This is an optimization exercise on Yosys and OpenROAD, whose aim is small area and a short achievable clock period, not a production implementation.
Function was checked by simulation only, so behaviour that the tests miss may differ from the original.

==> onyx: inputs <==
Design dm_responder, start of the top module:
module dm_responder #(
  parameter int NCORES = 4,
  parameter int AW     = 7
) (
  input  logic                 clock,
  input  logic                 rst_n,
  input  logic                 start,
  input  logic [NCORES*16-1:0] core_addr,
  input  logic [NCORES*16-1:0] core_wdata,
  input  logic [NCORES-1:0]    core_we,
  input  logic [NCORES-1:0]    core_end,
  output logic [NCORES*2-1:0]  core_status,
  output logic [NCORES*16-1:0] core_rdata,
  input  logic [AW-1:0]        host_addr,
  input  logic [15:0]          host_wdata,
  input  logic                 host_we,
  output logic [15:0]          host_rdata,
  output logic                 busy,
  output logic                 done
);
Settings: LEC_CHECK=0, CAP_MARGIN=20, CELL_PAD_IN_SITES_DETAIL_PLACEMENT=2, CELL_PAD_IN_SITES_GLOBAL_PLACEMENT=3, CORE_MARGIN=2, CORE_UTILIZATION=30, GPL_TIMING_DRIVEN=0, PLACE_DENSITY=0.45, SETUP_SLACK_MARGIN=1.0, SLEW_MARGIN=20, SYNTH_HIERARCHICAL=1; clock period 4.0 ns.
run.sh (not shown) runs the stock make flow with config.mk's settings and CLKGATE_MAP_FILE= SYNTH_SCRIPT=/design/flow/synth_recipe.tcl, a recipe that flattens the netlist after the stock synthesis.
==> sierra (differences from onyx) <==
==> flow/design.v (replaced) <==
module dm_responder #(
  parameter int NCORES = 4,
  parameter int AW     = 7
) (
  input  logic                 clock,
  input  logic                 rst_n,
  input  logic                 start,
  input  logic [NCORES*16-1:0] core_addr,
  input  logic [NCORES*16-1:0] core_wdata,
  input  logic [NCORES-1:0]    core_we,
  input  logic [NCORES-1:0]    core_end,
  output logic [NCORES*2-1:0]  core_status,
  output logic [NCORES*16-1:0] core_rdata,
  input  logic [AW-1:0]        host_addr,
  input  logic [15:0]          host_wdata,
  input  logic                 host_we,
  output logic [15:0]          host_rdata,
  output logic                 busy,
  output logic                 done
);
  localparam int PW    = $clog2(NCORES);
  localparam int DEPTH = 2**AW;
  localparam int NRP   = NCORES + 1;    
  logic                 run_q, done_q;         
  logic [NCORES-1:0]    full_q, fin_q;
  logic [AW-1:0]        slot_addr [NCORES];
  logic [15:0]          slot_data [NCORES];
  logic [PW-1:0]        rr_q;
  logic [NCORES-1:0]    gnt_q;                 
  logic [AW-1:0]        caddr_q;               
  logic [15:0]          cdata_q;               
  logic [NCORES*2-1:0]  status_q;
  logic [15:0]          mem [DEPTH];
  logic                 unused_addr_bits;
  assign unused_addr_bits = ^core_addr;
  assign busy        = run_q;
  assign done        = done_q;
  assign core_status = status_q;
  logic [NCORES-1:0] cap, full_n, fin_n, gnt_n;
  logic              run_n, done_n, all_clear, gnt_any;
  logic [PW-1:0]     rr_n, gnt_idx;
  logic [AW-1:0]     saddr_n [NCORES];
  logic [15:0]       sdata_n [NCORES];
  logic [AW-1:0]     caddr_n;
  logic [15:0]       cdata_n;
  logic [NCORES*2-1:0] status_n;
  assign all_clear = (&fin_q) && !(|full_q);
  assign gnt_any   = |gnt_q;
  always_comb begin
    gnt_idx = '0;
    for (int i = 0; i < NCORES; i++)
      if (gnt_q[i]) gnt_idx = PW'(i);
  end
  always_comb begin
    for (int i = 0; i < NCORES; i++) begin
      cap[i]     = run_q && !full_q[i] && !fin_q[i] && core_we[i];
      full_n[i]  = rst_n && (cap[i] || (full_q[i] && !gnt_q[i]));
      saddr_n[i] = cap[i] ? core_addr[16*i +: AW] : slot_addr[i];
      sdata_n[i] = cap[i] ? core_wdata[16*i +: 16] : slot_data[i];
    end
    if (!rst_n) begin
      run_n  = 1'b0;
      done_n = 1'b0;
      fin_n  = '0;
    end else if (run_q) begin
      run_n  = !all_clear;
      done_n = all_clear;
      fin_n  = fin_q | core_end;
    end else begin
      run_n  = start;
      done_n = done_q && !start;
      fin_n  = start ? '0 : fin_q;
    end
    if (!rst_n)       rr_n = '0;
    else if (gnt_any) rr_n = (gnt_idx == PW'(NCORES - 1)) ? '0 : gnt_idx + 1'b1;
    else              rr_n = rr_q;
  end
  always_comb begin
    int            cand;
    logic [PW-1:0] cand_idx;
    gnt_n    = '0;
    cand     = 0;
    cand_idx = '0;
    for (int k = NCORES - 1; k >= 0; k--) begin
      cand     = (int'(rr_n) + k) % NCORES;
      cand_idx = PW'(cand);
      if (full_n[cand_idx]) gnt_n = NCORES'(1) << cand_idx;
    end
  end
  always_comb begin
    caddr_n = '0;
    cdata_n = '0;
    for (int i = 0; i < NCORES; i++) begin
      caddr_n = caddr_n | ({AW{gnt_n[i]}} & saddr_n[i]);
      cdata_n = cdata_n | ({16{gnt_n[i]}} & sdata_n[i]);
    end
  end
  always_comb begin
    for (int i = 0; i < NCORES; i++) begin
      if (done_n)      status_n[2*i +: 2] = 2'b11;
      else if (!run_n) status_n[2*i +: 2] = 2'b00;
      else if (full_n[i]) status_n[2*i +: 2] = 2'b10;
      else if (fin_n[i])  status_n[2*i +: 2] = 2'b11;
      else                status_n[2*i +: 2] = 2'b01;
    end
  end
  always_ff @(posedge clock) begin
    run_q    <= run_n;
    done_q   <= done_n;
    fin_q    <= fin_n;
    full_q   <= full_n;
    rr_q     <= rr_n;
    gnt_q    <= gnt_n;
    status_q <= status_n;
    caddr_q  <= caddr_n;
    cdata_q  <= cdata_n;
    for (int i = 0; i < NCORES; i++) begin
      slot_addr[i] <= saddr_n[i];
      slot_data[i] <= sdata_n[i];
    end
  end
  logic [AW-1:0]    waddr;
  logic [15:0]      wdata;
  logic             wval;
  logic [DEPTH-1:0] wen;
  assign waddr = run_q ? caddr_q : host_addr;
  assign wdata = run_q ? cdata_q : host_wdata;
  assign wval  = rst_n && (run_q ? gnt_any : host_we);
  always_comb
    for (int w = 0; w < DEPTH; w++)
      wen[w] = wval && (waddr == AW'(w));
  for (genvar w = 0; w < DEPTH; w++) begin : g_word
    always_ff @(posedge clock)
      if (wen[w]) mem[w] <= wdata;
  end
  logic [NRP*AW-1:0] raddr;
  logic [NRP*16-1:0] rd_q;
  always_comb begin
    for (int i = 0; i < NCORES; i++)
      raddr[AW*i +: AW] = core_addr[16*i +: AW];
    raddr[AW*NCORES +: AW] = host_addr;
  end
  for (genvar p = 0; p < NRP; p++) begin : g_rd
    logic [DEPTH-1:0] rsel;
    logic [15:0]      rd_n;
    always_comb begin
      for (int w = 0; w < DEPTH; w++)
        rsel[w] = rst_n && (raddr[AW*p +: AW] == AW'(w));
      rd_n = '0;
      for (int w = 0; w < DEPTH; w++)
        rd_n = rd_n | ({16{rsel[w]}} & mem[w]);
    end
    always_ff @(posedge clock)
      rd_q[16*p +: 16] <= rd_n;
  end
  assign core_rdata = rd_q[NCORES*16-1:0];
  assign host_rdata = rd_q[NCORES*16 +: 16];
endmodule
- CELL_PAD_IN_SITES_DETAIL_PLACEMENT: 2 -> not set
- CELL_PAD_IN_SITES_GLOBAL_PLACEMENT: 3 -> not set
- CORE_UTILIZATION: 30 -> 40
- GPL_TIMING_DRIVEN: 0 -> not set
- PLACE_DENSITY: 0.45 -> not set
- SETUP_SLACK_MARGIN: 1.0 -> not set
- SYNTH_HIERARCHICAL: 1 -> not set
==> run summary <==
In sierra the synthesized area is higher than in onyx, by 19%.
sierra died in global routing, error GRT-0116. onyx completed and failed the layout checks on capacitance limit, slew limit, setup timing.
In sierra the synthesized cell count is higher than in onyx, by 20%.

[port drivers added, routing unchanged]
In the flow no input, the clock included, has a driving cell. The finished layout below was timed again as built, in two steps. Step 1: set_driving_cell puts a clkbuf_16 on clock and a buf_2 on each other input, an assumption about the parent block. Step 2 also shifts input and output timing later by t, the mid clock arrival at the registers, as if the neighbouring blocks saw the same clock. Slacks: ideal / step 1 / step 2; pairs: ideal / step 1.
run: onyx
t (ns): 1.111
setup WS [ns]: -0.324 / -0.529 / -1.641
hold slack, ns: 0.091 / 0.071 / 0.456
worst setup path after step 2: input to register
pins driven straight from the clock port: 1
The setup slack of onyx moves by -0.205 ns with the drivers and by -1.317 ns with both steps.
